Background: an optimization exercise with open tools, aiming at small area. Do not read the settings as production practice. In this exercise RTL edits were held to simulation tests only and were not proved equivalent to the original.

north:
==> flow/design.v <==
`timescale 1ns/1ps
module trig_seq_ctrl #(
    parameter int N_CH  = 4,
    parameter int CNT_W = 32,
    parameter int NUM_W = 16
) (
    input  logic                   clk,
    input  logic                   rst_n,
    input  logic                   trigger_in,
    input  logic                   sw_trig,
    input  logic [1:0]             cfg_edge_mode,
    input  logic [N_CH-1:0]        cfg_ch_en,
    input  logic [N_CH*CNT_W-1:0]  cfg_delay,
    input  logic [N_CH*CNT_W-1:0]  cfg_cycle,
    input  logic [N_CH*CNT_W-1:0]  cfg_width,
    input  logic [N_CH*NUM_W-1:0]  cfg_pic_num,
    input  logic                   ovr_clr,
    output logic [N_CH-1:0]        trig_to_camera,
    output logic [N_CH-1:0]        trig_to_core,
    output logic [N_CH-1:0]        busy,
    output logic [N_CH-1:0]        overrun
);
    localparam logic [CNT_W-1:0] CNT_ONE  = 1;
    localparam logic [NUM_W-1:0] NUM_ONE  = 1;
    logic sync1, sync2, sync_prev, hw_evt, hw_edge, evt;
    always_ff @(posedge clk or negedge rst_n) begin
        if (!rst_n) begin
            sync1     <= 1'b0;
            sync2     <= 1'b0;
            sync_prev <= 1'b0;
            hw_evt    <= 1'b0;
        end else begin
            sync1     <= trigger_in;
            sync2     <= sync1;
            sync_prev <= sync2;
            hw_evt    <= hw_edge;
        end
    end
    always_comb begin
        hw_edge = 1'b0;
        case (cfg_edge_mode)
            2'b00:   hw_edge = sync2 & ~sync_prev;
            2'b01:   hw_edge = ~sync2 & sync_prev;
            2'b10:   hw_edge = sync2 ^ sync_prev;
            default: hw_edge = 1'b0;
        endcase
    end
    assign evt = hw_evt | sw_trig;
    for (genvar i = 0; i < N_CH; i++) begin : g_ch
        logic             busy_q, cam_q, core_q, ovr_q;
        logic             dly_q, shrt_q;
        logic [CNT_W-1:0] cnt, w_q, c_q;
        logic [NUM_W-1:0] p_q;
        logic [CNT_W-1:0] cfg_d, cfg_c, cfg_w;
        logic [NUM_W-1:0] cfg_p;
        logic             d_zero, en, go, run, eq_w, eq_c, d_end, p_last, hi_end, start;
        logic [CNT_W-1:0] cnt_inc;
        logic [NUM_W-1:0] p_dec;
        always_comb begin
            logic c;
            c = 1'b1;
            for (int k = 0; k < CNT_W; k++) begin
                cnt_inc[k] = cnt[k] ^ c;
                c          = c & cnt[k];
            end
        end
        always_comb begin
            logic b;
            b = hi_end;
            for (int k = 0; k < NUM_W; k++) begin
                p_dec[k] = p_q[k] ^ b;
                b        = b & ~p_q[k];
            end
        end
        assign cfg_d  = cfg_delay[i*CNT_W +: CNT_W];
        assign cfg_c  = cfg_cycle[i*CNT_W +: CNT_W];
        assign cfg_w  = cfg_width[i*CNT_W +: CNT_W];
        assign cfg_p  = cfg_pic_num[i*NUM_W +: NUM_W];
        assign en     = cfg_ch_en[i];
        assign d_zero = (cfg_d == '0);
        assign eq_w   = (cnt[CNT_W-1:1] == w_q[CNT_W-1:1]) && (cnt[0] || !w_q[0]);
        assign eq_c   = (cnt[CNT_W-1:1] == c_q[CNT_W-1:1]) && (cnt[0] || !c_q[0]);
        assign d_end  = &cnt[CNT_W-1:1];
        assign p_last = (p_q == NUM_ONE);
        assign go     = !busy_q && evt && en && (cfg_p != '0);
        assign run    = busy_q && en;
        assign hi_end = cam_q && eq_w;
        assign start  = (go && d_zero) ||
                        (run && (dly_q ? d_end : (!cam_q && (eq_c || shrt_q))));
        always_ff @(posedge clk or negedge rst_n) begin
            if (!rst_n) begin
                busy_q <= 1'b0;
                cam_q  <= 1'b0;
                core_q <= 1'b0;
                ovr_q  <= 1'b0;
            end else begin
                busy_q <= go || (run && !(hi_end && p_last));
                cam_q  <= start || (run && cam_q && !eq_w);
                core_q <= start;
                ovr_q  <= (evt && busy_q) || (ovr_q && !ovr_clr);
            end
        end
        always_ff @(posedge clk) begin
            if (busy_q) begin
                dly_q  <= dly_q && !d_end;
                shrt_q <= cam_q && (shrt_q || eq_c);
                cnt    <= start ? CNT_ONE : cnt_inc;
                p_q    <= p_dec;
            end else begin
                dly_q  <= !d_zero;
                shrt_q <= 1'b0;
                cnt    <= d_zero ? CNT_ONE : ~cfg_d;
                w_q    <= cfg_w;
                c_q    <= cfg_c;
                p_q    <= cfg_p;
            end
        end
        assign trig_to_camera[i] = cam_q;
        assign trig_to_core[i]   = core_q;
        assign busy[i]           = busy_q;
        assign overrun[i]        = ovr_q;
    end
endmodule
==> flow/config.mk <==
export PLATFORM = sky130hd
export DESIGN_NAME = trig_seq_ctrl
export DESIGN_NICKNAME = trig_seq_ctrl
export VERILOG_FILES = /design/flow/design.v
export SDC_FILE = /design/flow/constraint.sdc
export NUM_CORES = 4
export LEC_CHECK = 0
export CAP_MARGIN = 20
export CORE_MARGIN = 2
export CORE_UTILIZATION = 60
export PLACE_DENSITY = 0.7
export SLEW_MARGIN = 20
==> flow/constraint.sdc <==
create_clock -name core_clock -period 12.0 [get_ports {clk}]
set_input_delay 2.4000 -clock core_clock [delete_from_list [all_inputs] [get_ports {clk}]]
set_output_delay 2.4000 -clock core_clock [all_outputs]
set_load 0.01 [all_outputs]
standard.sh (not shown) runs the stock make flow with config.mk's settings and CLKGATE_MAP_FILE= SYNTH_SCRIPT=/design/flow/synth_recipe.tcl, a recipe that flattens the netlist after the stock synthesis.
==> flow/flow/run.sh <==
#!/bin/bash
# Standard ORFS layout (standard synthesis unchanged) with two changes:
#  - port buffers are the smallest buffer, buf_1, instead of the resizer's default pick;
#  - CTS adds no dummy loads and clusters more sinks per (smaller) clock buffer.
set -euo pipefail
export BUFFER_PORTS_ARGS="-buffer_cell sky130_fd_sc_hd__buf_1"
export CTS_ARGS="-sink_clustering_enable -repair_clock_nets -dont_use_dummy_load -buf_list {sky130_fd_sc_hd__clkbuf_8} -sink_clustering_size 16 -sink_clustering_max_diameter 150"
bash standard.sh finish > make_finish.log 2>&1
north finished end to end and its layout was clean on timing, DRC and antenna.
Relative to north, the following input files were edited for south:
--- a/flow/design.v
+++ b/flow/design.v
@@ -51,30 +51,12 @@
         logic             dly_q, shrt_q;
         logic [CNT_W-1:0] cnt, w_q, c_q;
         logic [NUM_W-1:0] p_q;
         logic [CNT_W-1:0] cfg_d, cfg_c, cfg_w;
         logic [NUM_W-1:0] cfg_p;
         logic             d_zero, en, go, run, eq_w, eq_c, d_end, p_last, hi_end, start;
-        logic [CNT_W-1:0] cnt_inc;
-        logic [NUM_W-1:0] p_dec;
-        always_comb begin
-            logic c;
-            c = 1'b1;
-            for (int k = 0; k < CNT_W; k++) begin
-                cnt_inc[k] = cnt[k] ^ c;
-                c          = c & cnt[k];
-            end
-        end
-        always_comb begin
-            logic b;
-            b = hi_end;
-            for (int k = 0; k < NUM_W; k++) begin
-                p_dec[k] = p_q[k] ^ b;
-                b        = b & ~p_q[k];
-            end
-        end
         assign cfg_d  = cfg_delay[i*CNT_W +: CNT_W];
         assign cfg_c  = cfg_cycle[i*CNT_W +: CNT_W];
         assign cfg_w  = cfg_width[i*CNT_W +: CNT_W];
         assign cfg_p  = cfg_pic_num[i*NUM_W +: NUM_W];
         assign en     = cfg_ch_en[i];
         assign d_zero = (cfg_d == '0);
@@ -101,14 +83,14 @@
             end
         end
         always_ff @(posedge clk) begin
             if (busy_q) begin
                 dly_q  <= dly_q && !d_end;
                 shrt_q <= cam_q && (shrt_q || eq_c);
-                cnt    <= start ? CNT_ONE : cnt_inc;
-                p_q    <= p_dec;
+                cnt    <= start ? CNT_ONE : cnt + CNT_ONE;
+                p_q    <= p_q - {{(NUM_W-1){1'b0}}, hi_end};
             end else begin
                 dly_q  <= !d_zero;
                 shrt_q <= 1'b0;
                 cnt    <= d_zero ? CNT_ONE : ~cfg_d;
                 w_q    <= cfg_w;
                 c_q    <= cfg_c;
## What came out
- south: endpoint arrival time on the critical path is 5.04 ns lower than what north reported.
- south against north: final RePlAce weighted congestion saw an increase; sum of net half-perimeters after detailed placement +3.7%; met1 routing resource usage after global routing moved up; number of standard cells in the layout, taps in and fillers out picked up an extra about 5%.
- north → south: final area saw an increase, relative area change from synthesis to final layout saw a decrease, adder and majority cell fraction of the synthesized area saw a decrease.

==> separate check: timing with driven ports <==
In the flow no input, the clock included, has a driving cell. The finished layouts below were timed again as built, in two steps. Step 1: set_driving_cell puts a clkbuf_16 on clk and a buf_2 on each other input, an assumption about the parent block. Step 2 adds t to the input delays and takes it off the output delays; t is the mean of the earliest and latest rising clock arrival at the registers after step 1. Input paths then give back, and output paths get back, about the clock's delay inside the block. a / b / c = no drivers / after step 1 / after step 2; a / b = the first two.
run	shift t [ns]	slack for setup (ns)	worst register clock-pin slew, ns	worst data-port slew with drivers (ns)
north	0.613	5.691 / 5.691 / 5.691	0.11 / 0.11	0.12
south	0.649	7.872 / 7.821 / 7.306	0.11 / 0.11	0.13
After both steps setup and hold are still met in every run listed. The setup slack of south, which loses most, moves by -0.051 ns with the drivers and by -0.566 ns with both steps.
